Source: an optimization exercise on an open RTL-to-GDS flow (aim: small area). Production flows keep margins and buffers that such runs may drop.
In this exercise RTL edits were held to simulation tests only and were not proved equivalent to the original.
No activity file was given, so power comes from the tool's default toggle rates.

File: design/flow/design.v
package tag_mem_pkg;
    localparam logic RSP_OK  = 1'b0;
    localparam logic RSP_ERR = 1'b1;
    localparam int DEF_INIT_VAL   = 0;
    localparam int DEF_LOCK_DEPTH = 16;
    function automatic int clog2(input int n);
        int r;
        r = 0;
        for (int k = 0; k < 32; k++) begin
            if ((1 << r) < n) r++;
        end
        if (r < 1) r = 1;
        clog2 = r;
    endfunction
endpackage
module tag_rr_arbiter
#(
    parameter int NUM_CH = 2,
    localparam int IDX_W = tag_mem_pkg::clog2(NUM_CH)
) (
    input  logic              clk,
    input  logic              rst,
    input  logic [NUM_CH-1:0] i_req,
    input  logic              i_advance,
    output logic [NUM_CH-1:0] o_grant,
    output logic [IDX_W-1:0]  o_idx,
    output logic [IDX_W-1:0]  o_ptr
);
    logic [IDX_W-1:0] r_ptr;
    logic [IDX_W-1:0] w_cand;
    logic             w_found;
    always_comb begin
        o_grant = '0;
        o_idx   = '0;
        w_cand  = '0;
        w_found = 1'b0;
        for (int k = 0; k < NUM_CH; k++) begin
            w_cand = IDX_W'((int'(r_ptr) + k) % NUM_CH);
            if (!w_found && i_req[w_cand]) begin
                w_found         = 1'b1;
                o_grant[w_cand] = 1'b1;
                o_idx           = w_cand;
            end
        end
    end
    always_ff @(posedge clk or posedge rst) begin
        if (rst) begin
            r_ptr <= '0;
        end else if (i_advance) begin
            r_ptr <= IDX_W'((int'(o_idx) + 1) % NUM_CH);
        end
    end
    assign o_ptr = r_ptr;
endmodule
module tag_mem_arb
#(
    parameter int DATA_W     = 16,
    parameter int ADDR_W     = 6,
    parameter int NUM_CH     = 2,
    parameter int LOCK_DEPTH = tag_mem_pkg::DEF_LOCK_DEPTH,
    parameter logic [DATA_W-1:0] INIT_VAL = DATA_W'(tag_mem_pkg::DEF_INIT_VAL),
    localparam int DEPTH     = 2 ** ADDR_W,
    localparam int IDX_W     = tag_mem_pkg::clog2(NUM_CH)
) (
    input  logic                     clk,
    input  logic                     rst,
    input  logic [NUM_CH-1:0]        req_valid,
    output logic [NUM_CH-1:0]        req_ready,
    input  logic [NUM_CH-1:0]        req_we,
    input  logic [NUM_CH*ADDR_W-1:0] req_addr,
    input  logic [NUM_CH*DATA_W-1:0] req_wdata,
    output logic                     rsp_valid,
    output logic [IDX_W-1:0]         rsp_ch,
    output logic [DATA_W-1:0]        rsp_data,
    output logic                     rsp_err,
    input  logic                     i_lock,
    output logic                     o_locked
);
    logic [NUM_CH-1:0] w_grant;
    logic [IDX_W-1:0]  w_idx;
    logic [IDX_W-1:0]  w_ptr;
    logic              w_xfer;
    logic              w_we;
    logic [ADDR_W-1:0] w_addr;
    logic [DATA_W-1:0] w_wdata;
    logic              w_prot;
    logic              w_wr;
    logic [DATA_W-1:0] r_mem [DEPTH];
    logic [DEPTH-1:0]  r_valid;
    logic [ADDR_W-1:0] r_addr;
    logic              r_locked;
    tag_rr_arbiter #(.NUM_CH(NUM_CH)) u_arb (
        .clk       (clk),
        .rst       (rst),
        .i_req     (req_valid),
        .i_advance (w_xfer),
        .o_grant   (w_grant),
        .o_idx     (w_idx),
        .o_ptr     (w_ptr)
    );
    assign req_ready = w_grant;
    assign w_xfer    = |w_grant;
    assign w_we      = req_we[w_idx];
    assign w_addr    = req_addr[w_idx*ADDR_W +: ADDR_W];
    assign w_wdata   = req_wdata[w_idx*DATA_W +: DATA_W];
    assign w_prot    = r_locked && (int'(w_addr) < LOCK_DEPTH);
    assign w_wr      = w_xfer && w_we && !w_prot;
    assign w_wdatan  = ~w_wdata;
    always_ff @(posedge clk or posedge rst) begin
        if (rst) begin
            r_valid   <= '0;
            r_locked  <= 1'b0;
            rsp_valid <= 1'b0;
            rsp_ch    <= '0;
            rsp_err   <= tag_mem_pkg::RSP_OK;
        end else begin
            if (i_lock) r_locked <= 1'b1;
            rsp_valid <= w_xfer;
            if (w_xfer) begin
                rsp_ch  <= w_idx;
                rsp_err <= (w_we && w_prot) ? tag_mem_pkg::RSP_ERR : tag_mem_pkg::RSP_OK;
            end
            if (w_wr) r_valid[w_addr] <= 1'b1;
        end
    end
    always_ff @(posedge clk) begin
        if (w_xfer) r_addr <= w_addr;
    end
    logic [DEPTH-1:0] w_wseln;
    logic [DATA_W-1:0] w_wdatan;
    logic [DEPTH-1:0] w_rsel;
    logic [DATA_W-1:0] w_rdata;
    always_comb begin
        for (int i = 0; i < DEPTH; i++) begin
            w_wseln[i] = !(w_wr && (w_addr == ADDR_W'(i)));
            w_rsel[i] = r_valid[i] && (r_addr == ADDR_W'(i));
        end
    end
    logic [DEPTH*DATA_W-1:0] w_q;
    logic [DEPTH*DATA_W-1:0] w_d;
    tag_mem_wmux #(.DATA_W(DATA_W), .DEPTH(DEPTH)) u_wmux (
        .i_seln   (w_wseln),
        .i_wdatan (w_wdatan),
        .i_q     (w_q),
        .o_d     (w_d)
    );
    for (genvar i = 0; i < DEPTH; i++) begin : g_word
        assign w_q[i*DATA_W +: DATA_W] = r_mem[i];
        always_ff @(posedge clk) begin
            r_mem[i] <= w_d[i*DATA_W +: DATA_W];
        end
    end
    tag_mem_rmux #(.DATA_W(DATA_W), .DEPTH(DEPTH)) u_rmux (
        .i_sel  (w_rsel),
        .i_q    (w_q),
        .o_data (w_rdata)
    );
    assign rsp_data = w_rdata | (INIT_VAL & {DATA_W{~|w_rsel}});
    assign o_locked = r_locked;
    logic w_unused;
    assign w_unused = ^w_ptr;
endmodule
module tag_mem_wmux
#(
    parameter int DATA_W = 16,
    parameter int DEPTH  = 64
) (
    input  logic [DEPTH-1:0]        i_seln,
    input  logic [DATA_W-1:0]       i_wdatan,
    input  logic [DEPTH*DATA_W-1:0] i_q,
    output logic [DEPTH*DATA_W-1:0] o_d
);
    logic [DEPTH*DATA_W-1:0] w_seln_bits;
    logic [DEPTH*DATA_W-1:0] w_wdatan_bits;
    logic [DEPTH*DATA_W-1:0] w_hold_n;
    for (genvar i = 0; i < DEPTH; i++) begin : g_word
        assign w_seln_bits[i*DATA_W +: DATA_W]   = {DATA_W{i_seln[i]}};
        assign w_wdatan_bits[i*DATA_W +: DATA_W] = i_wdatan;
    end
    tag_mem_nand2 #(.W(DEPTH*DATA_W)) u_hold (
        .i_a (i_q),
        .i_b (w_seln_bits),
        .o_y (w_hold_n)
    );
    tag_mem_o21ai #(.W(DEPTH*DATA_W)) u_next (
        .i_a1 (w_wdatan_bits),
        .i_a2 (w_seln_bits),
        .i_b1 (w_hold_n),
        .o_y  (o_d)
    );
endmodule
module tag_mem_nand2
#(
    parameter int W = 1
) (
    input  logic [W-1:0] i_a,
    input  logic [W-1:0] i_b,
    output logic [W-1:0] o_y
);
    assign o_y = ~(i_a & i_b);
endmodule
module tag_mem_o21ai
#(
    parameter int W = 1
) (
    input  logic [W-1:0] i_a1,
    input  logic [W-1:0] i_a2,
    input  logic [W-1:0] i_b1,
    output logic [W-1:0] o_y
);
    assign o_y = ~((i_a1 | i_a2) & i_b1);
endmodule
module tag_mem_rmux
#(
    parameter int DATA_W = 16,
    parameter int DEPTH  = 64,
    localparam int NGRP  = DEPTH / 3,
    localparam int NREST = DEPTH - 3 * NGRP
) (
    input  logic [DEPTH-1:0]        i_sel,
    input  logic [DEPTH*DATA_W-1:0] i_q,
    output logic [DATA_W-1:0]       o_data
);
    logic [NGRP*DATA_W-1:0] w_grp_n;
    for (genvar g = 0; g < NGRP; g++) begin : g_grp
        tag_mem_aoi222 #(.W(DATA_W)) u_aoi (
            .i_a1 ({DATA_W{i_sel[3*g]}}),
            .i_a2 (i_q[(3*g)*DATA_W +: DATA_W]),
            .i_b1 ({DATA_W{i_sel[3*g+1]}}),
            .i_b2 (i_q[(3*g+1)*DATA_W +: DATA_W]),
            .i_c1 ({DATA_W{i_sel[3*g+2]}}),
            .i_c2 (i_q[(3*g+2)*DATA_W +: DATA_W]),
            .o_y  (w_grp_n[g*DATA_W +: DATA_W])
        );
    end
    always_comb begin
        o_data = '0;
        for (int g = 0; g < NGRP; g++) o_data = o_data | ~w_grp_n[g*DATA_W +: DATA_W];
        for (int k = 3 * NGRP; k < DEPTH; k++)
            o_data = o_data | ({DATA_W{i_sel[k]}} & i_q[k*DATA_W +: DATA_W]);
    end
endmodule
module tag_mem_aoi222
#(
    parameter int W = 1
) (
    input  logic [W-1:0] i_a1,
    input  logic [W-1:0] i_a2,
    input  logic [W-1:0] i_b1,
    input  logic [W-1:0] i_b2,
    input  logic [W-1:0] i_c1,
    input  logic [W-1:0] i_c2,
    output logic [W-1:0] o_y
);
    assign o_y = ~((i_a1 & i_a2) | (i_b1 & i_b2) | (i_c1 & i_c2));
endmodule
File: design/flow/flow/run.sh
#!/bin/bash
set -euo pipefail
export BUFFER_PORTS_ARGS="-buffer_cell sky130_fd_sc_hd__buf_2"
export CTS_ARGS="-sink_clustering_enable -repair_clock_nets -buf_list sky130_fd_sc_hd__clkbuf_8 -sink_clustering_size 18 -sink_clustering_max_diameter 60 -dont_use_dummy_load"
bash standard.sh finish > flow.log 2>&1
File: design/flow/standard.sh
#!/bin/bash
# synth_recipe.tcl (not shown) runs the flow's synth.tcl, then flattens the netlist and writes it again
# the make line also repeats each setting of config.mk as NAME=value (left out here)
make -C /OpenROAD-flow-scripts/flow DESIGN_CONFIG=/design/flow/config.mk WORK_HOME=/design/flow/orfs CLKGATE_MAP_FILE= SYNTH_SCRIPT=/design/flow/synth_recipe.tcl "${@:-finish}"
File: design/flow/config.mk
export PLATFORM = sky130hd
export DESIGN_NAME = tag_mem_arb
export DESIGN_NICKNAME = tag_mem_arb
export VERILOG_FILES = /design/flow/design.v
export SDC_FILE = /design/flow/constraint.sdc
export NUM_CORES = 4
export LEC_CHECK = 0
export CAP_MARGIN = 20
export CORE_MARGIN = 2
export CORE_UTILIZATION = 40
export CTS_BUF_LIST = sky130_fd_sc_hd__clkbuf_8
export CTS_CLUSTER_DIAMETER = 60
export CTS_CLUSTER_SIZE = 18
export SETUP_SLACK_MARGIN = 0.2
export SLEW_MARGIN = 20
export SYNTH_HIERARCHICAL = 1
File: design/flow/constraint.sdc
create_clock -name core_clock -period 6.0 [get_ports {clk}]
set_input_delay 1.2000 -clock core_clock [delete_from_list [all_inputs] [get_ports {clk}]]
set_output_delay 1.2000 -clock core_clock [all_outputs]
set_load 0.01 [all_outputs]
==> impl_metrics.py, run 1 <==
metrics = {
    "synthesis": {
        "synth_top_family_by_area": "compound AO/OA/AOI/OAI gates",
        "syn_area_per_cell_um2": 9.507,
        "synth_top_area_share_pct": 53.88,
        "synth.net_count": 4057,
        "synthFlopType": "dfxtp_1",
        "synth_compound_gate_area_share_pct": 24.72,
        "ys_seq_elements": 1099,
        "seq_area_frac_synth_pct": 58.89,
        "synth-xor-area-share_pct": 0.04604,
        "synth.distinct_cells": 58,
        "yosysTopAreaCell": "dfxtp_1",
        "yosysWarningCount": 10,
        "synthAdderAreaFrac_pct": 0.1315,
        "async_reset_ff_share_pct": 6.278,
        "syn_area_um2": 38050,
        "synth-simple-area-share_pct": 15.00,
        "synth_mux_area_share_pct": 0.6511,
        "synth-edff-count": 6,
        "synthTopCellsByArea": "dfxtp_1 (54%), o21ai_0 (14%), nand2_1 (11%)",
        "syn_inst": 4002,
    },
    "finish": {
        "drive_gt1_share_pct": 7.606,
        "final_nets": 4264,
        "syn_to_final_growth_pct": 9.947,
        "final_cell_mix": "nand2_1 (1092), o21ai_0 (1029), dfxtp_1 (1024)",
        "layout_commonest_cell": "nand2_1",
        "fin_util_pct": 44.23,
    },
    "global_routing": {
        "grt.total_usage_pct": 24.07,
        "gr-total-overflow": 0,
        "grt_antenna_before_repair": 9,
        "grt-busiest-layer": "met2",
        "first_global_vias": 28269,
        "grtUsageMet2_pct": 35.80,
        "grtUsageMet3_pct": 4.539,
        "grt_first_pass_wirelength_mm": 182.4,
        "grt_start_max_net_pins": 69,
        "grt_use_met1_pct": 34.88,
    },
    "timing": {
        "tns_ps": 0,
        "rsz0062_at_grt": "no",
        "clock-skew-final_ps": 91.57,
        "worst_pin_slew_ps": 1131,
        "fin_crit_sh_pct": 96.06,
        "setup_ws_ps": 236.5,
        "slew_violations": 0,
        "hold-worst-slack_ps": 279.6,
        "setup_viol": 0,
        "fin_crit_ps": 5763,
        "finalHoldViolCount": 0,
        "slew_headroom_pct": 24.46,
        "fmax_ghz": 0.1735,
    },
    "floorplan": {
        "initial_core_util_pct": 40.23,
        "ios": 73,
        "num_rows": 113,
        "fp.dieArea_um2": 97610,
        "die_h_um": 312.4,
        "coreArea_um2": 94590,
        "die_w_um": 312.4,
    },
    "cts": {
        "path_clk_slew_ps": 100,
        "cts-root-buf": "clkbuf_8",
        "ctsHtreeMaxLevel": 3,
        "clock_sinks": 1099,
        "cts_tree": "yes",
        "clock_latency_ps": 750,
        "cts_hold_repair.buffers": 0,
        "cts_buffers": 82,
        "clock_path_buffers": 3,
    },
    "drt": {
        "drtAntennaViolNets": 0,
        "wl_per_cell_um": 22.27,
        "drc": 0,
        "vias": 32175,
        "first_pass_iters": 8,
        "vias_per_cell": 5.877,
        "wl_mm": 121.9,
        "drt_iter0_drc": 4558,
    },
    "setup_path": {
        "startpoint": "r_addr[4]",
        "required_ps": 4800,
        "crit_path_start_kind": "flop",
        "crit_arrival_ps": 4560,
        "critical_path_class": "flop to output pin",
        "worstRegToRegCells": 10,
        "path_max_fanout": 16,
        "crit_path_end_kind": "output pin",
    },
    "power": {
        "p_leak_nw": 15.43,
        "finalPower_mw": 13.84,
        "irDropWorstVdd_uv": 231.3,
        "pwr_density_cell_nw_per_um2": 330.9,
    },
    "placement": {
        "preCtsSetupSlack_ps": 1025,
        "routabilityCongestion": 0.9139,
        "dpl.hpwl_mm": 78.45,
        "numPortBuffers": 72,
    },
    "run": {
        "drv_cap": 0,
    },
    "status": {
        "status": "complete, no violations",
    },
    "worst_hold_path": {
        "min_path_type": "input port to async pin",
    },
}
## area by class of cell
type / count / area (um^2)
Tap cell: 1265 / 1583
Clock buffer: 82 / 1129
Multi-Input combinational cell: 2861 / 15690
Antenna cell: 3 / 7.507
Sequential cell: 1099 / 22410
Fill cell: 9348 / 52750
Timing Repair Buffer: 154 / 975.9
Inverter: 11 / 41.29
## critical path, stage by stage, from the launching register on
cell and delay (ps):
edfxtp_1 430, and2_1 370, and3_1 500, buf_4 280, a222oi_1 440, nand4_1 450, nor4_1 970, nand2_1 180
buf_2 200
## path summary, 6_finish.rpt
kind / slack, ps / to
setup / recovery: 240 / rsp_data[7]
hold / removal: 280 / async pin
setup reg to reg: 2200 / r_mem[48][13]
hold reg to reg: 450 / r_valid[4]
max in group asynchronous: 4580 / r_valid[4]
min in group core_clock: 450 / r_valid[4]
## kinds of logic after synthesis
kind of cell | count (synthesis)
flops | 1099
buf+inv | 42
mux | 23
compound gates | 1467
xor+xnor | 2
simple gates | 1365
fa+ha+maj | 4
## stage by stage
stage	cells	cell area, um^2
final	5475	41830
after CTS	5472	41800
after detailed placement	5390	40670
after floorplan	4002	38050
after global routing	5474	41830
after global placement	5390	40660
## flip-flops by register name, indices dropped and copies added (netlist names), named ones only
name,cells
rsp_valid,1
r_locked,1
rsp_err,1
r_mem,1024
r_valid,64
r_addr,6
rsp_ch,1
## Yosys cell counts, types with 3 or more instances
cell / n
nor4_1: 18
or2_2: 5
buf_2: 4
o21ai_0: 1029
edfxtp_1: 6
o21bai_2: 10
nand2_1: 1094
o21a_1: 3
dfrtp_1: 69
and2_1: 11
mux2i_1: 18
inv_1: 10
a211oi_2: 10
clkbuf_1: 18
a211oi_1: 6
o21bai_1: 30
nor3_1: 14
and3_1: 64
a31o_2: 15
mux2_2: 4
nand2b_1: 6
a21o_1: 10
dfxtp_1: 1024
nor2_1: 23
o21ai_1: 4
ha_1: 4
buf_6: 3
nand3_1: 53
buf_4: 3
nand4_1: 64
a222oi_1: 336
## power breakdown
part | internal [mW] | switching, mW | total, mW
sequential | 8.37 | 0.533 | 8.90
clock | 1.23 | 2.29 | 3.52
combinational | 0.568 | 0.855 | 1.42
## what timing repair did
item,4_1_cts,5_1_grt
setup buffers,0,0
endpoints found under the setup margin,0,1
resized for setup,0,1
## routing by layer
layer | part of all wire [%] | up-vias
met5 | 0.078 | -
met4 | 3.0 | 14
met3 | 8.8 | 174
met2 | 43 | 1325
met1 | 45 | 15364
li1 | - | 15298
==> run 2, diff against run 1 <==
==> design/flow/flow/run.sh (replaced) <==
#!/bin/bash
set -euo pipefail
export BUFFER_PORTS_ARGS="-buffer_cell sky130_fd_sc_hd__buf_1"
export CTS_ARGS="-sink_clustering_enable -repair_clock_nets -buf_list sky130_fd_sc_hd__clkbuf_8 -sink_clustering_size 18 -sink_clustering_max_diameter 60 -dont_use_dummy_load"
bash standard.sh finish > flow.log 2>&1
--- a/design/flow/config.mk
+++ b/design/flow/config.mk
@@ -7,3 +7,3 @@
 export LEC_CHECK = 0
-export CAP_MARGIN = 20
+export CAP_MARGIN = 0
 export CORE_MARGIN = 2
@@ -14,3 +14,3 @@
 export SETUP_SLACK_MARGIN = 0.2
-export SLEW_MARGIN = 20
+export SLEW_MARGIN = 0
 export SYNTH_HIERARCHICAL = 1
==> run 2 against run 1 <==
Routed wire length grew 2.6%. Largest power group unchanged. Cell count shrank 0.26%. Combinational power is essentially flat. Power shrank 0.33%. Clock-buffer cell count shrank 3. Register-to-register slack lost 220 ps. First-iteration DRC count grew 12%. Synthesized cell count is the same.
==> impl_metrics.py, run 2 <==
metrics = {
    "floorplan": {
        "coreArea_um2": 94590,
        "fp.dieArea_um2": 97610,
        "initial_core_util_pct": 40.23,
        "ios": 73,
        "die_h_um": 312.4,
        "die_w_um": 312.4,
        "num_rows": 113,
    },
    "cts": {
        "cts_tree": "yes",
        "clock_path_buffers": 3,
        "clock_sinks": 1099,
        "cts-root-buf": "clkbuf_8",
        "path_clk_slew_ps": 120,
        "postCtsSetupBuffers": 0,
        "ctsHtreeMaxLevel": 3,
        "cts_resized": 0,
        "clock_latency_ps": 740,
        "cts_buffers": 79,
        "cts_hold_repair.buffers": 0,
    },
    "run": {
        "drv_cap": 0,
    },
    "global_routing": {
        "grt_start_max_net_pins": 65,
        "grt_first_pass_wirelength_mm": 188.2,
        "gr-total-overflow": 0,
        "grt_antenna_before_repair": 6,
        "grt.total_usage_pct": 24.88,
        "first_global_vias": 28880,
    },
    "finish": {
        "layout.cells.non_filler": 5461,
        "regMostFlops": "r_mem",
        "final_nets": 4250,
        "largest_reg_flops": 1024,
        "reg_top3": "r_mem: 1024 flops, r_valid: 64 flops, r_addr: 6 flops",
        "syn_to_final_growth_pct": 9.286,
        "drive_gt1_share_pct": 5.390,
        "final_cell_mix": "nand2_1 (1094), o21ai_0 (1029), dfxtp_1 (1024)",
        "nFillCells": 9384,
        "layout_commonest_cell": "nand2_1",
    },
    "synthesis": {
        "async_reset_ff_share_pct": 6.278,
        "synth.net_count": 4057,
        "seq_area_frac_synth_pct": 58.89,
        "synth_top_family_by_area": "compound AO/OA/AOI/OAI gates",
        "synth-edff-count": 6,
        "synth-xor-area-share_pct": 0.04604,
        "syn_area_um2": 38050,
        "ys_seq_elements": 1099,
        "synth.distinct_cells": 58,
        "synthTopCellsByArea": "dfxtp_1 (54%), o21ai_0 (14%), nand2_1 (11%)",
        "synth_compound_gate_area_share_pct": 24.72,
        "synth-simple-area-share_pct": 15.00,
        "yosys-top-cells-count": "nand2_1 (1094), o21ai_0 (1029), dfxtp_1 (1024), a222oi_1 (336), dfrtp_1 (69)",
        "syn_area_per_cell_um2": 9.507,
        "synthFlopType": "dfxtp_1",
        "synth_top_area_share_pct": 53.88,
        "synth_mux_area_share_pct": 0.6511,
        "yosysWarningCount": 10,
        "yosysMostFrequentCell": "nand2_1",
        "syn_inst": 4002,
        "yosysTopAreaCell": "dfxtp_1",
        "synthAdderAreaFrac_pct": 0.1315,
    },
    "setup_path": {
        "required_ps": 4800,
        "crit_arrival_ps": 4550,
        "critical_path_class": "flop to output pin",
        "worstRegToRegCells": 9,
        "crit_path_end_kind": "output pin",
        "crit_path_start_kind": "flop",
        "path_max_fanout": 16,
    },
    "power": {
        "p_clk_share_pct": 25.1,
        "comb_power_share_pct": 10.3,
        "irDropWorstVdd_uv": 233.8,
        "pwr_density_cell_nw_per_um2": 331.7,
        "internal_power_mw": 10.11,
        "power_switching_mw": 3.686,
        "seq_power_share_pct": 64.6,
        "p_sw_share_pct": 26.72,
        "p_leak_nw": 15.12,
    },
    "drt": {
        "wl_met1_mm": 57.33,
        "wl_per_cell_um": 22.92,
        "drtAntennaViolNets": 0,
        "wl_mm": 125.2,
        "wl_met3_mm": 10.54,
        "vias_per_cell": 5.924,
        "drc": 0,
        "routed.top_layer": "met5",
        "drt_iter0_drc": 5092,
        "first_pass_iters": 9,
        "dr_wl_met2_mm": 53.23,
        "vias": 32351,
    },
    "timing": {
        "finalHoldViolCount": 0,
        "rsz0062_at_grt": "no",
        "fmax_ghz": 0.1738,
        "slew_headroom_pct": 18.29,
        "slew_violations": 0,
        "setup_viol": 0,
        "worst_pin_slew_ps": 1200,
        "tns_ps": 0,
        "clock-skew-final_ps": 91.58,
        "fin_crit_sh_pct": 95.89,
        "fin_crit_ps": 5753,
    },
    "placement": {
        "numPortBuffers": 72,
        "dp_cells": 5379,
        "dpl.hpwl_mm": 80.35,
        "routabilityCongestion": 0.9065,
    },
    "status": {
        "status": "complete, no violations",
    },
    "worst_hold_path": {
        "min_path_type": "input port to async pin",
    },
}
[run 2: cell counts after synthesis]
No cell type changed its count.
[run 2: routing by layer]
metal  up-vias  track usage [%]
met4         6            8.840
met1     15561            36.64
met3       181            4.260
met2      1330            36.49
li1      15273                -
met5         -                0
[run 2: area by class of cell]
| cell class | count | area, um^2 | share of cell area, % |
|---|---|---|---|
| Sequential cell | 1099 | 22410 | 53.88 |
| Multi-Input combinational cell | 2861 | 15650 | 37.65 |
| Inverter | 11 | 41.29 | 0.09930 |
| Timing Repair Buffer | 143 | 803.3 | 1.932 |
| Clock buffer | 79 | 1087 | 2.615 |
| Antenna cell | 3 | 7.507 | 0.01805 |
| Tap cell | 1265 | 1583 | 3.806 |
[run 2: logic make-up after synthesis]
kind of cell	count (synthesis)
xor gates and xnor gates	2
adders and majority gates	4
muxes	23
DFF	1099
AOI/OAI and AO/OA	1467
buffers and inverters	42
and+or+nand+nor	1365
[run 2: power groups by stage]
stage	registers [mW]	clock network [mW]	logic (mW)
after global routing	9.03	3.79	1.63
final	8.91	3.46	1.42
after detailed placement	9.05	0	1.41
after floorplan	8.91	0	0.977
after CTS	8.89	3.54	1.41
after global placement	9.04	0	1.36
[run 2: worst max-delay path: stages, from the launching register on]
cell and delay (ps):
edfxtp_1 430, nor2b_1 350, and3_1 580, a222oi_1 760, nand4_1 370, nor4_1 940
nand2_1 170, buf_1 180
[run 2: path summary, 6_finish.rpt]
path	from	endpoint	slack (ps)
min in group core_clock	r_mem[33][9]	r_mem[33][9]	460
max reg2reg	flop	r_valid[0]	1980
max in group asynchronous	rst	r_valid[42]	4550
min reg2reg	r_mem[33][9]	r_mem[33][9]	460
min	rst	async pin	270
max	r_addr[5]	rsp_data[9]	250
[run 2: per-stage QoR]
step                hold WS, ps  utilization [%]  worst slack (ps)  power (mW)  instance area (um^2)
global route              258.4            43.96             280.5       14.45                 41580
finish                    268.0            43.96             246.8       13.79                 41580
floorplan                 419.8                -              1433       9.885                 38050
detailed placement        440.6            42.80              1095       10.46                 40490
CTS                       219.3            43.95             272.5       13.84                 41570
global placement          437.0            42.80              1076       10.40                 40490
==> run 3, diff against run 2 <==
--- a/design/flow/config.mk
+++ b/design/flow/config.mk
@@ -7,3 +7,3 @@
 export LEC_CHECK = 0
-export CAP_MARGIN = 0
+export CAP_MARGIN = 20
 export CORE_MARGIN = 2
@@ -13,4 +13,4 @@
 export CTS_CLUSTER_SIZE = 18
-export SETUP_SLACK_MARGIN = 0.2
-export SLEW_MARGIN = 0
+export SETUP_SLACK_MARGIN = 0.05
+export SLEW_MARGIN = 20
 export SYNTH_HIERARCHICAL = 1
==> run 3 against run 2 <==
Still clean on timing, DRC and antenna. Sequential power hardly changed. Die area stayed put. Synthesized area stayed put. Global-route usage hardly changed. Clock-buffer cell count is 4 higher. Register-to-register slack better by 50 ps. Via count is 0.11% lower.
==> impl_metrics.py, run 3 <==
metrics = {
    "power": {
        "finalPower_mw": 13.87,
        "p_leak_nw": 15.21,
        "irDropWorstVdd_uv": 263.6,
        "pwr_density_cell_nw_per_um2": 331.9,
    },
    "cts": {
        "cts_tree": "yes",
        "cts_resized": 0,
        "cts_buffers": 83,
        "clock_sinks": 1099,
        "postCtsSetupBuffers": 0,
        "clock_path_buffers": 3,
        "ctsHtreeMaxLevel": 3,
        "cts-root-buf": "clkbuf_8",
        "path_clk_slew_ps": 120,
        "clock_latency_ps": 750,
        "cts_hold_repair.buffers": 0,
    },
    "timing": {
        "tns_ps": 0,
        "fin_crit_ps": 5704,
        "worst_pin_slew_ps": 1191,
        "finalHoldViolCount": 0,
        "clock-skew-final_ps": 73.94,
        "rsz0062_at_grt": "no",
        "setup_viol": 0,
        "slew_headroom_pct": 20.33,
        "hold-worst-slack_ps": 267.4,
        "fmax_ghz": 0.1753,
        "fin_crit_sh_pct": 95.07,
        "slew_violations": 0,
    },
    "global_routing": {
        "grt_start_max_net_pins": 65,
        "grt_use_met1_pct": 36.22,
        "grt_antenna_before_repair": 6,
        "grt.total_usage_pct": 24.88,
        "first_global_vias": 28877,
        "grt-busiest-layer": "met2",
        "grtUsageMet3_pct": 4.618,
        "grtUsageMet2_pct": 37.08,
        "gr-total-overflow": 0,
        "grt_first_pass_wirelength_mm": 187.9,
    },
    "drt": {
        "vias": 32315,
        "first_pass_iters": 7,
        "vias_per_cell": 5.907,
        "drc": 0,
        "drtAntennaViolNets": 0,
        "wl_mm": 125.1,
        "drt_iter0_drc": 4827,
        "wl_per_cell_um": 22.86,
    },
    "synthesis": {
        "yosys-top-cells-count": "nand2_1 (1094), o21ai_0 (1029), dfxtp_1 (1024), a222oi_1 (336), dfrtp_1 (69)",
        "synthFlopType": "dfxtp_1",
        "syn_area_per_cell_um2": 9.507,
        "ys_seq_elements": 1099,
        "yosysTopAreaCell": "dfxtp_1",
        "synth.distinct_cells": 58,
        "yosysMostFrequentCell": "nand2_1",
        "synth.net_count": 4057,
        "seq_area_frac_synth_pct": 58.89,
        "synth-edff-count": 6,
        "synthTopCellsByArea": "dfxtp_1 (54%), o21ai_0 (14%), nand2_1 (11%)",
        "synth_top_area_share_pct": 53.88,
        "syn_inst": 4002,
        "syn_area_um2": 38050,
        "yosysWarningCount": 10,
        "async_reset_ff_share_pct": 6.278,
    },
    "setup_path": {
        "required_ps": 4800,
        "cpPeakStageDelay_ps": 930,
        "rrSetupSlack_ps": 2030,
        "crit_path_end_kind": "output pin",
        "critPathSlowestCell": "nor4_1",
        "crit_arrival_ps": 4500,
        "endpoint": "rsp_data[9]",
        "path_max_fanout": 16,
        "critical_path_class": "flop to output pin",
        "worstReg2RegEnd": "r_mem[58][9]",
        "worstRegToRegCells": 10,
        "startpoint": "r_addr[5]",
        "crit_path_cell_trace": "nor2b_1 -> and3_1 -> a222oi_1 -> nand4_1 -> nor4_1 -> nand2_1 -> buf_1",
        "crit_path_start_kind": "flop",
    },
    "finish": {
        "layout.cells.non_filler": 5471,
        "largest_reg_flops": 1024,
        "syn_to_final_growth_pct": 9.845,
        "regMostFlops": "r_mem",
        "drive_gt1_share_pct": 5.924,
        "layout_commonest_cell": "nand2_1",
        "fin_util_pct": 44.19,
        "final_nets": 4260,
        "final_cell_mix": "nand2_1 (1091), o21ai_0 (1029), dfxtp_1 (1024)",
        "reg_top3": "r_mem: 1024 flops, r_valid: 64 flops, r_addr: 6 flops",
    },
    "floorplan": {
        "ios": 73,
        "fp.dieArea_um2": 97610,
        "num_rows": 113,
        "initial_core_util_pct": 40.23,
        "coreArea_um2": 94590,
        "die_w_um": 312.4,
        "die_h_um": 312.4,
    },
    "placement": {
        "dpl.hpwl_mm": 80.37,
        "numPortBuffers": 72,
        "dp_cells": 5380,
        "routabilityCongestion": 0.9065,
    },
    "run": {
        "drv_cap": 0,
    },
    "worst_hold_path": {
        "min_path_type": "input port to async pin",
    },
    "status": {
        "status": "complete, no violations",
    },
}
[run 3: critical path: cells and delay by family, from the launching register on]
| kind | cells | cell delay, ps |
|---|---|---|
| and+or+nand+nor | 5 | 2430 |
| AOI/OAI and AO/OA | 1 | 670 |
| DFF | 1 | 440 |
| buffers and inverters | 1 | 180 |
[run 3: cell families after synthesis]
group	synth area share, %
AOI/OAI and AO/OA	24.72
and+or+nand+nor	15.00
DFF	58.89
buffers and inverters	0.5590
muxes	0.6511
adders and majority gates	0.1315
xor gates and xnor gates	0.04605
[run 3: metal layers]
metal,part of all wire (%),vias to the layer above
met5,0.047,-
met4,2.9,8
met3,8.8,174
met2,43,1380
met1,45,15441
li1,-,15312
[run 3: worst min-delay path by stage]
stage | start | endpoint | slack [ps]
2_1_floorplan | r_valid[20] | r_valid[20] | 420
3_3_place_gp | r_mem[48][14] | r_mem[48][14] | 440
3_5_place_dp | r_valid[52] | r_valid[52] | 440
4_1_cts | rst | async pin | 220
5_1_grt | rst | async pin | 250
6_report | rst | async pin | 270
[run 3: metrics by stage]
stage | area (um^2) | setup slack (ps)
after global placement | 40490 | 1076
after detailed placement | 40500 | 1109
final | 41800 | 295.7
after floorplan | 38050 | 1433
after CTS | 41640 | 272.1
after global routing | 41790 | 310.5
[run 3: power by group]
part | internal (mW) | switching [mW]
Clock | 1.24 | 2.29
Combinational | 0.561 | 0.870
Sequential | 8.37 | 0.546
[run 3: layout make-up]
class,instances,area (um^2)
Clock buffer,83,1142
Inverter,11,41.29
Tap cell,1265,1583
Multi-Input combinational cell,2861,15710
Sequential cell,1099,22410
Fill cell,9376,52790
Timing Repair Buffer,149,905.9
Antenna cell,3,7.507
==> run 4, diff against run 3 <==
==> design/flow/run.sh (new file) <==
#!/bin/bash
# synth_recipe.tcl (not shown) runs the flow's synth.tcl, then flattens the netlist and writes it again
# the make line also repeats each setting of config.mk as NAME=value (left out here)
make -C /OpenROAD-flow-scripts/flow DESIGN_CONFIG=/design/flow/config.mk WORK_HOME=/design/flow/orfs CLKGATE_MAP_FILE= SYNTH_SCRIPT=/design/flow/synth_recipe.tcl finish
--- a/design/flow/config.mk
+++ b/design/flow/config.mk
@@ -10,6 +10,6 @@
 export CORE_UTILIZATION = 40
-export CTS_BUF_LIST = sky130_fd_sc_hd__clkbuf_8
-export CTS_CLUSTER_DIAMETER = 60
-export CTS_CLUSTER_SIZE = 18
-export SETUP_SLACK_MARGIN = 0.05
+export CTS_BUF_LIST = sky130_fd_sc_hd__clkbuf_4
+export CTS_CLUSTER_DIAMETER = 45
+export CTS_CLUSTER_SIZE = 9
+export SETUP_SLACK_MARGIN = 0.2
 export SLEW_MARGIN = 20
removed: design/flow/flow/run.sh
removed: design/flow/standard.sh
==> run 4 against run 3 <==
Critical path type unchanged. First-iteration DRC count rose by 4.9%. Clock power increased by 14%. Highest routed layer unchanged. Global-route usage grew 0.59 points. Sequential share of layout area fell by 1.3 points. Combinational power is 3% higher. Worst setup slack worse by 63 ps. Core utilization up 1.1 points. Power up 3.9%.
==> impl_metrics.py, run 4 <==
metrics = {
    "status": {
        "status": "complete, no violations",
    },
    "worst_hold_path": {
        "min_path_type": "input port to async pin",
    },
    "global_routing": {
        "first_global_vias": 29427,
        "gr-total-overflow": 0,
        "grt_start_max_net_pins": 65,
        "grt_first_pass_wirelength_mm": 190.9,
        "grt.total_usage_pct": 25.47,
        "grt_antenna_before_repair": 5,
    },
    "synthesis": {
        "synth_top_family_by_area": "compound AO/OA/AOI/OAI gates",
        "syn_inst": 4002,
        "synth_mux_area_share_pct": 0.6511,
        "synth-edff-count": 6,
        "yosysTopAreaCell": "dfxtp_1",
        "yosys-top-cells-count": "nand2_1 (1094), o21ai_0 (1029), dfxtp_1 (1024), a222oi_1 (336), dfrtp_1 (69)",
        "synth-simple-area-share_pct": 15.00,
        "yosysWarningCount": 10,
        "synth_compound_gate_area_share_pct": 24.72,
        "synth-xor-area-share_pct": 0.04604,
        "synthFlopType": "dfxtp_1",
        "synth_top_area_share_pct": 53.88,
        "syn_area_per_cell_um2": 9.507,
        "ys_seq_elements": 1099,
        "syn_area_um2": 38050,
        "synth.distinct_cells": 58,
        "synthTopCellsByArea": "dfxtp_1 (54%), o21ai_0 (14%), nand2_1 (11%)",
        "seq_area_frac_synth_pct": 58.89,
        "async_reset_ff_share_pct": 6.278,
        "synth.net_count": 4057,
        "yosysMostFrequentCell": "nand2_1",
        "synthAdderAreaFrac_pct": 0.1315,
    },
    "finish": {
        "syn_to_final_growth_pct": 12.66,
        "regArea_um2": 22410,
        "multi_input_area_um2": 15890,
        "regMostFlops": "r_mem",
        "layout.cells.non_filler": 5602,
        "nFillCells": 9318,
        "layout_commonest_cell": "nand2_1",
        "drive_gt1_share_pct": 9.779,
        "final_cell_mix": "nand2_1 (1094), o21ai_0 (1029), dfxtp_1 (1024)",
        "largest_reg_flops": 1024,
        "final_nets": 4336,
        "reg_top3": "r_mem: 1024 flops, r_valid: 64 flops, r_addr: 6 flops",
    },
    "timing": {
        "rsz0062_at_grt": "yes",
        "setup_viol": 0,
        "fin_crit_sh_pct": 96.12,
        "clock-skew-final_ps": 61.08,
        "slew_headroom_pct": 20.83,
        "fmax_ghz": 0.1734,
        "worst_pin_slew_ps": 1188,
        "slew_violations": 0,
        "finalHoldViolCount": 0,
        "setup_ws_ps": 232.8,
        "tns_ps": 0,
        "fin_crit_ps": 5767,
        "hold-worst-slack_ps": 302.6,
    },
    "placement": {
        "dpl.hpwl_mm": 80.39,
        "dp_cells": 5394,
        "numPortBuffers": 72,
        "routabilityCongestion": 0.9140,
        "preCtsSetupSlack_ps": 861.8,
    },
    "drt": {
        "drt_iter0_drc": 5062,
        "drc": 0,
        "wl_per_cell_um": 22.81,
        "drtAntennaViolNets": 0,
        "wl_mm": 127.8,
        "first_pass_iters": 9,
        "vias_per_cell": 5.885,
        "vias": 32970,
    },
    "floorplan": {
        "ios": 73,
        "initial_core_util_pct": 40.23,
        "coreArea_um2": 94590,
        "die_h_um": 312.4,
        "die_w_um": 312.4,
        "fp.dieArea_um2": 97610,
        "num_rows": 113,
    },
    "cts": {
        "path_clk_slew_ps": 100,
        "clock_latency_ps": 1070,
        "clock_sinks": 1099,
        "cts_hold_repair.buffers": 0,
        "ctsHtreeMaxLevel": 4,
        "cts_buffers": 146,
        "cts-root-buf": "clkbuf_4",
        "cts_tree": "yes",
        "clock_path_buffers": 3,
    },
    "setup_path": {
        "crit_path_cell_trace": "nand2b_1 -> nor2_1 -> and3_2 -> a222oi_1 -> nand3_1 -> nor4_2 -> nand2_1 -> clkdlybuf4s50_1",
        "path_max_fanout": 16,
        "crit_arrival_ps": 4570,
        "worstReg2RegEnd": "r_mem[24][5]",
        "critPathSlowestCell": "a222oi_1",
        "worstRegToRegCells": 8,
        "crit_path_start_kind": "flop",
        "cpPeakStageDelay_ps": 980,
        "crit_path_end_kind": "output pin",
        "rrSetupSlack_ps": 2220,
        "endpoint": "rsp_data[14]",
        "critical_path_class": "flop to output pin",
        "required_ps": 4800,
        "startpoint": "r_addr[3]",
    },
    "power": {
        "finalPower_mw": 14.41,
        "p_leak_nw": 15.76,
        "irDropWorstVdd_uv": 180.1,
        "pwr_density_cell_nw_per_um2": 336.2,
    },
    "run": {
        "drv_cap": 0,
    },
}
## run 4: worst max-delay path: cells and delay by family, from the launching register on
kind	cells	cell delay (ps)
and+or+nand+nor	6	1540
AOI/OAI and AO/OA	1	980
buffers and inverters	1	530
DFF	1	460
## run 4: layout make-up
type,count,area share [%]
diodes,1,0.005838
flip-flops and latches,1099,52.27
clock buffers,172,3.012
well taps,1265,3.692
inverters,11,0.09632
repair buffers,162,3.292
clock inverters,31,0.5633
multi-input cells,2861,37.07
## run 4: what timing repair did
action,4_1_cts,5_1_grt
setup endpoints to repair,16,14
setup buffers,0,2
gates resized for setup,44,26
pin swaps,9,13
## run 4: logic make-up (layout without fill, tap and decap cells)
family | after synthesis | in the layout
other | 0 | 1
adders and majority gates | 4 | 4
muxes | 23 | 23
and+or+nand+nor | 1365 | 1365
DFF | 1099 | 1099
buffers and inverters | 42 | 376
xor gates and xnor gates | 2 | 2
AOI/OAI and AO/OA | 1467 | 1467
## run 4: per-layer routing
layer	track usage [%]	up-vias	routed length, um
met2	36.27	1506	53210
li1	-	15577	-
met5	0	-	41
met3	5.375	218	11660
met4	9.812	6	4632
met1	37.50	15663	58220
## run 4: where the power goes
part | switching (mW) | internal (mW)
Sequential | 0.559 | 8.37
Clock | 2.53 | 1.48
Combinational | 0.884 | 0.599
Total | 3.97 | 10.4
## run 4: how the worst min path moves through the flow
stage | endpoint | slack [ps] | cells past startpoint
2_1_floorplan | r_valid[20] | 420 | 1
3_3_place_gp | r_valid[52] | 430 | 1
3_5_place_dp | r_valid[24] | 440 | 1
4_1_cts | async pin | 190 | 2
5_1_grt | async pin | 230 | 2
6_report | async pin | 300 | 2
## run 4: stage by stage
stage | area (um^2) | util [%]
after floorplan | 38050 | -
after global placement | 41040 | 43.39
after detailed placement | 41060 | 43.41
after CTS | 42730 | 45.18
after global routing | 42870 | 45.32
final | 42870 | 45.32
==> run 5, diff against run 4 <==
--- a/design/flow/design.v
+++ b/design/flow/design.v
@@ -87,4 +87,5 @@
     logic              w_wr;
+    logic              w_init;
     logic [DATA_W-1:0] r_mem [DEPTH];
-    logic [DEPTH-1:0]  r_valid;
+    logic              r_written;
     logic [ADDR_W-1:0] r_addr;
@@ -107,6 +108,6 @@
     assign w_wr      = w_xfer && w_we && !w_prot;
-    assign w_wdatan  = ~w_wdata;
+    assign w_init    = w_wr && !r_written;
     always_ff @(posedge clk or posedge rst) begin
         if (rst) begin
-            r_valid   <= '0;
+            r_written <= 1'b0;
             r_locked  <= 1'b0;
@@ -117,2 +118,3 @@
             if (i_lock) r_locked <= 1'b1;
+            if (w_wr) r_written <= 1'b1;
             rsp_valid <= w_xfer;
@@ -122,3 +124,2 @@
             end
-            if (w_wr) r_valid[w_addr] <= 1'b1;
         end
@@ -128,5 +129,6 @@
     end
-    logic [DEPTH-1:0] w_wseln;
+    logic [DEPTH-1:0]  w_wseln;
+    logic [DEPTH-1:0]  w_holdn;
     logic [DATA_W-1:0] w_wdatan;
-    logic [DEPTH-1:0] w_rsel;
+    logic [DEPTH-1:0]  w_rsel;
     logic [DATA_W-1:0] w_rdata;
@@ -135,5 +137,7 @@
             w_wseln[i] = !(w_wr && (w_addr == ADDR_W'(i)));
-            w_rsel[i] = r_valid[i] && (r_addr == ADDR_W'(i));
-        end
-    end
+            w_holdn[i] = w_wseln[i] && !w_init;
+            w_rsel[i]  = r_written && (r_addr == ADDR_W'(i));
+        end
+    end
+    assign w_wdatan = ~(w_wdata ^ INIT_VAL);
     logic [DEPTH*DATA_W-1:0] w_q;
@@ -142,5 +146,6 @@
         .i_seln   (w_wseln),
+        .i_holdn  (w_holdn),
         .i_wdatan (w_wdatan),
-        .i_q     (w_q),
-        .o_d     (w_d)
+        .i_q      (w_q),
+        .o_d      (w_d)
     );
@@ -157,3 +162,3 @@
     );
-    assign rsp_data = w_rdata | (INIT_VAL & {DATA_W{~|w_rsel}});
+    assign rsp_data = w_rdata ^ INIT_VAL;
     assign o_locked = r_locked;
@@ -168,2 +173,3 @@
     input  logic [DEPTH-1:0]        i_seln,
+    input  logic [DEPTH-1:0]        i_holdn,
     input  logic [DATA_W-1:0]       i_wdatan,
@@ -173,2 +179,3 @@
     logic [DEPTH*DATA_W-1:0] w_seln_bits;
+    logic [DEPTH*DATA_W-1:0] w_holdn_bits;
     logic [DEPTH*DATA_W-1:0] w_wdatan_bits;
@@ -177,2 +184,3 @@
         assign w_seln_bits[i*DATA_W +: DATA_W]   = {DATA_W{i_seln[i]}};
+        assign w_holdn_bits[i*DATA_W +: DATA_W]  = {DATA_W{i_holdn[i]}};
         assign w_wdatan_bits[i*DATA_W +: DATA_W] = i_wdatan;
@@ -181,3 +189,3 @@
         .i_a (i_q),
-        .i_b (w_seln_bits),
+        .i_b (w_holdn_bits),
         .o_y (w_hold_n)
==> design/flow/flow/run.sh (new file) <==
#!/bin/bash
set -euo pipefail
export BUFFER_PORTS_ARGS="-buffer_cell sky130_fd_sc_hd__buf_1"
export CTS_ARGS="-sink_clustering_enable -repair_clock_nets -buf_list sky130_fd_sc_hd__clkbuf_16 -sink_clustering_size 28 -sink_clustering_max_diameter 70 -dont_use_dummy_load"
bash standard.sh finish > flow.log 2>&1
==> design/flow/standard.sh (new file) <==
#!/bin/bash
# synth_recipe.tcl (not shown) runs the flow's synth.tcl, then flattens the netlist and writes it again
# the make line also repeats each setting of config.mk as NAME=value (left out here)
make -C /OpenROAD-flow-scripts/flow DESIGN_CONFIG=/design/flow/config.mk WORK_HOME=/design/flow/orfs CLKGATE_MAP_FILE= SYNTH_SCRIPT=/design/flow/synth_recipe.tcl "${@:-finish}"
==> design/flow/config.mk (replaced) <==
export PLATFORM = sky130hd
export DESIGN_NAME = tag_mem_arb
export DESIGN_NICKNAME = tag_mem_arb
export VERILOG_FILES = /design/flow/design.v
export SDC_FILE = /design/flow/constraint.sdc
export NUM_CORES = 4
export LEC_CHECK = 0
export CAP_MARGIN = 0
export CORE_MARGIN = 2
export CORE_UTILIZATION = 40
export CTS_BUF_LIST = sky130_fd_sc_hd__clkbuf_16
export CTS_CLUSTER_DIAMETER = 70
export CTS_CLUSTER_SIZE = 28
export SETUP_SLACK_MARGIN = 0.2
export SLEW_MARGIN = 0
export SYNTH_HIERARCHICAL = 1
removed: design/flow/run.sh
==> run 5 against run 4 <==
Maximum frequency fell by 1.8%. Critical path type unchanged. Clock-buffer cell count fell by 119. Synthesized cell count fell by 2.5%. Via count rose by 0.54%. Non-clock buffer count rose by 56. Final area fell by 5.7%. Worst setup slack got worse by 100 ps.
==> impl_metrics.py, run 5 <==
metrics = {
    "cts": {
        "ctsHtreeMaxLevel": 2,
        "clock_latency_ps": 650,
        "clock_sinks": 1036,
        "path_clk_slew_ps": 110,
        "cts_buffers": 53,
        "cts-root-buf": "clkbuf_16",
        "clock_path_buffers": 3,
        "cts_hold_repair.buffers": 0,
        "cts_tree": "yes",
    },
    "finish": {
        "nFillCells": 8902,
        "syn_to_final_growth_pct": 11.57,
        "final_cell_mix": "nand2_1 (1130), o21ai_0 (1024), dfxtp_1 (1024)",
        "regMostFlops": "r_mem",
        "regArea_um2": 20830,
        "finalInstanceArea_um2": 40410,
        "drive_gt1_share_pct": 6.459,
        "layout_commonest_cell": "nand2_1",
        "multi_input_area_um2": 15380,
        "final_nets": 4187,
        "reg_top3": "r_mem: 1024 flops, r_addr: 6 flops",
        "largest_reg_flops": 1024,
    },
    "timing": {
        "finalHoldViolCount": 0,
        "slew_violations": 0,
        "slew_headroom_pct": 6.808,
        "fmax_ghz": 0.1704,
        "rsz0062_at_grt": "no",
        "tns_ps": 0,
        "worst_pin_slew_ps": 1398,
        "fin_crit_sh_pct": 97.83,
        "hold-worst-slack_ps": 411.7,
        "setup_viol": 0,
        "setup_ws_ps": 129.9,
        "fin_crit_ps": 5870,
        "clock-skew-final_ps": 90.81,
    },
    "setup_path": {
        "cpPeakStageDelay_ps": 850,
        "crit_path_end_kind": "output pin",
        "crit_path_start_kind": "flop",
        "crit_cells": 8,
        "crit_arrival_ps": 4670,
        "endpoint": "rsp_data[2]",
        "cp_num_buf_inv": 1,
        "critical_path_class": "flop to output pin",
        "worstRegToRegCells": 8,
        "rrSetupSlack_ps": 1860,
        "crit_path_cell_trace": "nor2b_1 -> nand3_1 -> nor2_1 -> a222oi_1 -> nand4_1 -> nor4_1 -> nand2_1 -> buf_1",
        "startpoint": "r_addr[3]",
        "critPathSlowestCell": "nor4_1",
        "path_max_fanout": 9,
        "worstReg2RegEnd": "r_mem[37][4]",
        "crit_family": "simple AND/OR/NAND/NOR gates",
        "required_ps": 4800,
    },
    "drt": {
        "drc": 0,
        "first_pass_iters": 8,
        "drtAntennaViolNets": 0,
        "vias": 33147,
        "vias_per_cell": 6.240,
        "wl_mm": 138.5,
        "wl_per_cell_um": 26.08,
        "drt_iter0_drc": 5719,
    },
    "power": {
        "pwr_density_cell_nw_per_um2": 335.1,
        "irDropWorstVdd_uv": 286.6,
        "finalPower_mw": 13.54,
        "p_leak_nw": 14.04,
    },
    "floorplan": {
        "die_h_um": 304.9,
        "initial_core_util_pct": 40.30,
        "ios": 73,
        "die_w_um": 304.9,
        "coreArea_um2": 89870,
        "fp.dieArea_um2": 92980,
        "num_rows": 110,
    },
    "global_routing": {
        "grt.total_usage_pct": 28.49,
        "grt_antenna_before_repair": 10,
        "first_global_vias": 29662,
        "grt_first_pass_wirelength_mm": 202.4,
        "gr-total-overflow": 0,
        "grt_start_max_net_pins": 65,
    },
    "placement": {
        "routabilityCongestion": 0.9478,
        "placed_area_um2": 39030,
        "preCtsSetupSlack_ps": 502.6,
        "numPortBuffers": 72,
        "dpl.hpwl_mm": 89.17,
    },
    "synthesis": {
        "synthAdderAreaFrac_pct": 0,
        "synthTopCellsByArea": "dfxtp_1 (57%), o21ai_0 (14%), nand2_1 (12%)",
        "async_reset_ff_share_pct": 0.5792,
        "seq_area_frac_synth_pct": 57.51,
        "synth_mux_area_share_pct": 0.7150,
        "yosysTopAreaCell": "dfxtp_1",
        "yosysWarningCount": 10,
        "synth-edff-count": 6,
        "synth.net_count": 3952,
        "synthFlopType": "dfxtp_1",
        "syn_area_um2": 36220,
        "yosysMostFrequentCell": "nand2_1",
        "synth_top_area_share_pct": 56.59,
        "synth.distinct_cells": 44,
        "synth_top_family_by_area": "compound AO/OA/AOI/OAI gates",
        "synth_compound_gate_area_share_pct": 26.12,
        "synth-xor-area-share_pct": 0,
        "syn_area_per_cell_um2": 9.285,
        "syn_inst": 3901,
        "synth-simple-area-share_pct": 14.92,
        "yosys-top-cells-count": "nand2_1 (1130), dfxtp_1 (1024), o21ai_0 (1024), a222oi_1 (336)",
        "ys_seq_elements": 1036,
    },
    "status": {
        "status": "complete, no violations",
    },
    "worst_hold_path": {
        "min_path_type": "input port to async pin",
    },
    "run": {
        "drv_cap": 0,
    },
}
[run 5: cell types whose count changed after synthesis, sizes merged, moves of 9 or more]
cell	before	now
o21bai	40	0
and2	11	2
a21o	10	1
o21ai	1033	1024
and3	64	0
nor2	23	69
nor3	15	1
a22oi	0	80
nand2	1094	1130
dfrtp	69	6
nand3	53	25
a31o	15	0
[run 5: report_power, final]
| group | leakage [nW] | total (mW) | switching, mW | internal, mW |
|---|---|---|---|---|
| sequential | 8.46 | 8.25 | 0.497 | 7.75 |
| clock | 0.653 | 3.79 | 2.22 | 1.57 |
| combinational | 4.92 | 1.50 | 1.01 | 0.495 |
| total | 14.0 | 13.5 | 3.72 | 9.82 |
[run 5: metal layers]
metal  vias to the layer above  routed length (um)  track usage (%)
li1                      15055                   -                -
met1                     16074               58910            39.90
met2                      1739               59060            42.36
met3                       263               14590            6.731
met4                        16                5861            10.94
met5                         -                 100                0
[run 5: worst min-delay path by stage]
stage | from | end | slack, ps | cells past startpoint
2_1_floorplan | r_mem[0][0] | r_mem[0][0] | 430 | 2
3_3_place_gp | r_mem[39][7] | r_mem[39][7] | 440 | 2
3_5_place_dp | r_mem[36][7] | r_mem[36][7] | 440 | 2
4_1_cts | rst | async pin | 390 | 2
5_1_grt | rst | async pin | 410 | 2
6_report | rst | async pin | 410 | 2
[run 5: layout make-up]
| cell class | instances | area share (%) |
|---|---|---|
| Antenna cell | 2 | 0.01238 |
| Clock buffer | 53 | 3.282 |
| Inverter | 5 | 0.04644 |
| Multi-Input combinational cell | 2822 | 38.06 |
| Sequential cell | 1036 | 51.54 |
| Tap cell | 1176 | 3.641 |
| Timing Repair Buffer | 218 | 3.412 |
[run 5: repair_timing]
action | 4_1_cts | 5_1_grt
buffers inserted | 5 | 0
endpoints found under the setup margin | 3 | 1
pin swaps | 2 | 3
gates resized for setup | 2 | 0
[run 5: stage by stage]
step	utilization, %	std cells
global route	44.96	5311
floorplan	-	3901
global placement	43.43	5252
finish	44.97	5312
CTS	44.96	5310
detailed placement	43.43	5252
[run 5: cell families after synthesis]
group / Yosys count
flops: 1036
compound gates: 1462
simple gates: 1336
buf+inv: 43
mux: 24
[run 5: worst reg2reg max path, stage by stage (launching register included)]
cell	delay, ps
dfrtp_1	370
nand2b_4	160
and2_4	410
buf_4	580
or3b_1	470
a21bo_2	550
a22oi_1	1270
nand2_1	130
o21ai_0	130
==> run 6, diff against run 5 <==
--- a/design/flow/design.v
+++ b/design/flow/design.v
@@ -129,2 +129,8 @@
     end
+    localparam int COL_W = ADDR_W / 2;
+    localparam int ROW_W = ADDR_W - COL_W;
+    localparam int NCOL  = 2 ** COL_W;
+    localparam int NROW  = 2 ** ROW_W;
+    logic [NROW-1:0]   w_ws_row, w_wh_row, w_rs_row;
+    logic [NCOL-1:0]   w_ws_col, w_wh_col, w_rs_col;
     logic [DEPTH-1:0]  w_wseln;
@@ -135,8 +141,33 @@
     always_comb begin
-        for (int i = 0; i < DEPTH; i++) begin
-            w_wseln[i] = !(w_wr && (w_addr == ADDR_W'(i)));
-            w_holdn[i] = w_wseln[i] && !w_init;
-            w_rsel[i]  = r_written && (r_addr == ADDR_W'(i));
-        end
-    end
+        for (int r = 0; r < NROW; r++) begin
+            w_ws_row[r]  = w_wr && (w_addr[ADDR_W-1:COL_W] == ROW_W'(r));
+            w_wh_row[r]  = w_ws_row[r] || w_init;
+            w_rs_row[r]  = r_written && (r_addr[ADDR_W-1:COL_W] == ROW_W'(r));
+        end
+        for (int c = 0; c < NCOL; c++) begin
+            w_ws_col[c]  = (w_addr[COL_W-1:0] == COL_W'(c));
+            w_wh_col[c]  = w_ws_col[c] || w_init;
+            w_rs_col[c]  = (r_addr[COL_W-1:0] == COL_W'(c));
+        end
+    end
+    tag_mem_nand_mat #(.NROW(NROW), .NCOL(NCOL)) u_wsel (
+        .i_row (w_ws_row),
+        .i_col (w_ws_col),
+        .o_y   (w_wseln)
+    );
+    tag_mem_nand_mat #(.NROW(NROW), .NCOL(NCOL)) u_hold (
+        .i_row (w_wh_row),
+        .i_col (w_wh_col),
+        .o_y   (w_holdn)
+    );
+    logic [DEPTH-1:0] w_rseln;
+    tag_mem_nand_mat #(.NROW(NROW), .NCOL(NCOL)) u_rsel (
+        .i_row (w_rs_row),
+        .i_col (w_rs_col),
+        .o_y   (w_rseln)
+    );
+    tag_mem_inv #(.W(DEPTH)) u_rsel_inv (
+        .i_a (w_rseln),
+        .o_y (w_rsel)
+    );
     assign w_wdatan = ~(w_wdata ^ INIT_VAL);
@@ -264 +295,23 @@
 endmodule
+module tag_mem_nand_mat
+#(
+    parameter int NROW = 8,
+    parameter int NCOL = 8
+) (
+    input  logic [NROW-1:0]      i_row,
+    input  logic [NCOL-1:0]      i_col,
+    output logic [NROW*NCOL-1:0] o_y
+);
+    for (genvar r = 0; r < NROW; r++) begin : g_row
+        assign o_y[r*NCOL +: NCOL] = ~({NCOL{i_row[r]}} & i_col);
+    end
+endmodule
+module tag_mem_inv
+#(
+    parameter int W = 1
+) (
+    input  logic [W-1:0] i_a,
+    output logic [W-1:0] o_y
+);
+    assign o_y = ~i_a;
+endmodule
--- a/design/flow/config.mk
+++ b/design/flow/config.mk
@@ -7,3 +7,3 @@
 export LEC_CHECK = 0
-export CAP_MARGIN = 0
+export CAP_MARGIN = 20
 export CORE_MARGIN = 2
@@ -13,4 +13,4 @@
 export CTS_CLUSTER_SIZE = 28
-export SETUP_SLACK_MARGIN = 0.2
-export SLEW_MARGIN = 0
+export SETUP_SLACK_MARGIN = 0.4
+export SLEW_MARGIN = 20
 export SYNTH_HIERARCHICAL = 1
==> run 6 against run 5 <==
Still clean on timing, DRC and antenna. Cell count grew 0.66%. Critical path type unchanged. Final area decreased by 0.72%. Synthesized area up 0.94%. Critical endpoint is now rsp_data[14]. Sequential power rose by 5.2%. Sequential share of layout area increased by 0.38 points. Flip-flop and latch count is the same.
==> impl_metrics.py, run 6 <==
metrics = {
    "synthesis": {
        "ys_seq_elements": 1036,
        "yosysWarningCount": 10,
        "synth-edff-count": 6,
        "syn_area_per_cell_um2": 9.120,
        "synthTopCellsByArea": "dfxtp_1 (56%), o21ai_0 (14%), nand2_1 (13%)",
        "synthFlopType": "dfxtp_1",
        "async_reset_ff_share_pct": 0.5792,
        "synth_top_area_share_pct": 56.07,
        "synth.net_count": 4060,
        "yosysMostFrequentCell": "nand2_1",
        "syn_area_um2": 36560,
        "synth.distinct_cells": 51,
        "yosys-top-cells-count": "nand2_1 (1257), o21ai_0 (1026), dfxtp_1 (1024), a222oi_1 (336), inv_1 (73)",
        "syn_inst": 4009,
        "seq_area_frac_synth_pct": 56.97,
        "yosysTopAreaCell": "dfxtp_1",
    },
    "setup_path": {
        "crit_top_cell": "nand2_1",
        "path_max_fanout": 16,
        "crit_path_start_kind": "flop",
        "critPathSlowestCell": "a222oi_1",
        "crit_path_end_kind": "output pin",
        "cp_num_buf_inv": 2,
        "required_ps": 4800,
        "cpPeakStageDelay_ps": 840,
        "critical_path_class": "flop to output pin",
        "crit_path_cell_trace": "and3b_1 -> nand2_1 -> inv_1 -> a222oi_1 -> nand4_1 -> nor4_2 -> nand2_1 -> buf_1",
        "crit_family": "simple AND/OR/NAND/NOR gates",
        "crit_arrival_ps": 4240,
    },
    "finish": {
        "largest_reg_flops": 1024,
        "final_nets": 4224,
        "antenna_cells": 0,
        "layout_commonest_cell": "nand2_1",
        "drive_gt1_share_pct": 5.203,
        "regMostFlops": "r_mem",
        "fin_util_pct": 44.44,
        "reg_top3": "r_mem: 1024 flops, r_addr: 6 flops",
        "final_cell_mix": "nand2_1 (1257), o21ai_0 (1026), dfxtp_1 (1024)",
        "syn_to_final_growth_pct": 9.733,
    },
    "drt": {
        "wl_mm": 135.5,
        "drt_iter0_drc": 5577,
        "wl_per_cell_um": 25.34,
        "drtAntennaViolNets": 0,
        "vias_per_cell": 6.178,
        "first_pass_iters": 11,
        "drc": 0,
        "vias": 33035,
    },
    "power": {
        "finalPower_mw": 14.16,
        "internal_power_mw": 10.20,
        "comb_power_share_pct": 12.1,
        "pwr_density_cell_nw_per_um2": 353.0,
        "p_sw_share_pct": 27.97,
        "p_clk_share_pct": 26.6,
        "irDropWorstVdd_uv": 277.7,
        "power_switching_mw": 3.961,
        "p_leak_nw": 14.73,
        "seq_power_share_pct": 61.3,
    },
    "cts": {
        "clock_latency_ps": 670,
        "path_clk_slew_ps": 100,
        "postCtsSetupBuffers": 0,
        "cts_buffers": 53,
        "cts_hold_repair.buffers": 0,
        "cts-root-buf": "clkbuf_16",
        "clock_path_buffers": 3,
        "clock_sinks": 1036,
        "cts_tree": "yes",
        "ctsHtreeMaxLevel": 2,
    },
    "timing": {
        "setup_viol": 0,
        "finalHoldViolCount": 0,
        "tns_ps": 0,
        "slew_headroom_pct": 20.29,
        "fin_crit_sh_pct": 90.62,
        "worst_pin_slew_ps": 1196,
        "fmax_ghz": 0.1839,
        "rsz0062_at_grt": "no",
        "fin_crit_ps": 5437,
        "clock-skew-final_ps": 106.8,
        "slew_violations": 0,
    },
    "run": {
        "drv_cap": 0,
    },
    "placement": {
        "dpl.hpwl_mm": 88.67,
        "routabilityCongestion": 0.9325,
        "numPortBuffers": 72,
    },
    "global_routing": {
        "first_global_vias": 29952,
        "grt_antenna_before_repair": 1,
        "gr-total-overflow": 0,
        "grt_start_max_net_pins": 65,
        "grt_first_pass_wirelength_mm": 199.8,
        "grt.total_usage_pct": 27.79,
    },
    "floorplan": {
        "coreArea_um2": 90290,
        "initial_core_util_pct": 40.49,
        "fp.dieArea_um2": 93840,
        "die_w_um": 306.3,
        "die_h_um": 306.3,
        "num_rows": 110,
        "ios": 73,
    },
    "worst_hold_path": {
        "min_path_type": "input port to async pin",
    },
    "status": {
        "status": "complete, no violations",
    },
}
==> run 6: cell types whose count changed after synthesis, sizes merged, moves of 6 or more <==
cell    before   now
nand2     1130  1257
a22oi       80     0
inv          5    73
nor2        69    23
buf         21    59
clkbuf      17     2
nand3       25    17
nand3b       8     0
or3b         8     0
o32ai        0     7
a21oi        0     6
a31oi        1     7
nor3         1     7
==> run 6: metal layers <==
layer	vias up	GRT usage, %	part of all wire [%]
met2	1841	42.09	43
met5	-	0	0.0081
met4	2	12.35	4.8
met1	15908	38.64	42
met3	284	4.991	9.9
li1	15000	-	-
==> run 6: cell families (layout without fill, tap and decap cells) <==
kind of cell,after synthesis,after routing,share of synthesized area (%)
AOI/OAI and AO/OA,1410,1410,24.46
and+or+nand+nor,1407,1407,15.40
DFF,1036,1036,56.97
buffers and inverters,135,297,2.546
muxes,21,21,0.6262
==> run 6: per-stage QoR <==
step	setup slack, ps	std cells	instance area (um^2)	hold WS, ps
6_report	562.8	5347	40120	338.4
5_1_grt	565.7	5347	40120	337.5
4_1_cts	425.0	5346	40040	309.6
3_5_place_dp	945.3	5293	38660	444.0
3_3_place_gp	952.4	5293	38650	436.5
2_1_floorplan	1824	4009	36560	427.2
==> run 6: layout make-up <==
cell class                 count  area (um^2)
fill                        8990        50170
sequential                  1036        20830
multi-input combinational   2838        15170
tap                         1176         1471
clock buffer                  53         1326
timing repair buffer         170         1039
inverter                      74        277.8
==> run 6: path summary, 6_finish.rpt <==
path | from | endpoint | slack (ps) | cells after the start
setup reg to reg | flop | r_mem[23][2] | 2010 | 8
setup / recovery | r_addr[1] | rsp_data[14] | 560 | 8
hold reg to reg | r_mem[10][3] | r_mem[10][3] | 460 | 2
hold / removal | rst | async pin | 340 | 2
min in group core_clock | r_mem[10][3] | r_mem[10][3] | 460 | 2
max in group asynchronous | rst | r_written | 5380 | 2
==> run 6: worst register-to-register path: cells and delay by family (launching register included) <==
| family | cells | cell delay, ps |
|---|---|---|
| and+or+nand+nor | 5 | 2420 |
| buffers and inverters | 1 | 530 |
| DFF | 1 | 390 |
| AOI/OAI and AO/OA | 2 | 510 |
==> run 6: power groups by stage <==
stage          registers, mW  logic (mW)  clock network, mW
2_1_floorplan           8.58        1.11                  0
3_3_place_gp            8.81        1.61                  0
3_5_place_dp            8.80        1.67                  0
4_1_cts                 8.65        1.67               3.82
5_1_grt                 8.79        1.93               4.03
6_report                8.68        1.71               3.77
==> run 6: repair_timing <==
item                                    4_1_cts  5_1_grt
pin swaps                                     1        3
gates resized for setup                       9        7
endpoints found under the hold margin         0        0
endpoints found under the setup margin        9       13

[separate check: timing with driven ports]
In the flow no input, the clock included, has a driving cell. The finished layouts below were timed again as built, in two steps. Step 1 assumes that a clkbuf_16 drives the clock port and a buf_2 every other input. Step 2, shift: input delay + t, output delay - t, t = (earliest + latest rising clock arrival at the registers) / 2. This alone moves slack from input paths to output paths. a / b / c = no drivers / after step 1 / after step 2; a / b = the first two.
| run | t (ns) | setup slack, ns | worst setup path after step 2 |
|---|---|---|---|
| run 1 | 0.770 | 0.237 / 0.175 / 0.945 | register to output |
| run 2 | 0.768 | 0.247 / 0.183 / 0.951 | register to output |
| run 3 | 0.784 | 0.296 / 0.236 / 1.020 | register to output |
| run 4 | 1.130 | 0.233 / 0.170 / 0.965 | input to register |
| run 5 | 0.697 | 0.130 / 0.060 / 0.757 | register to output |
| run 6 | 0.707 | 0.563 / 0.490 / 1.142 | input to register |
After both steps every run listed still meets setup and hold.
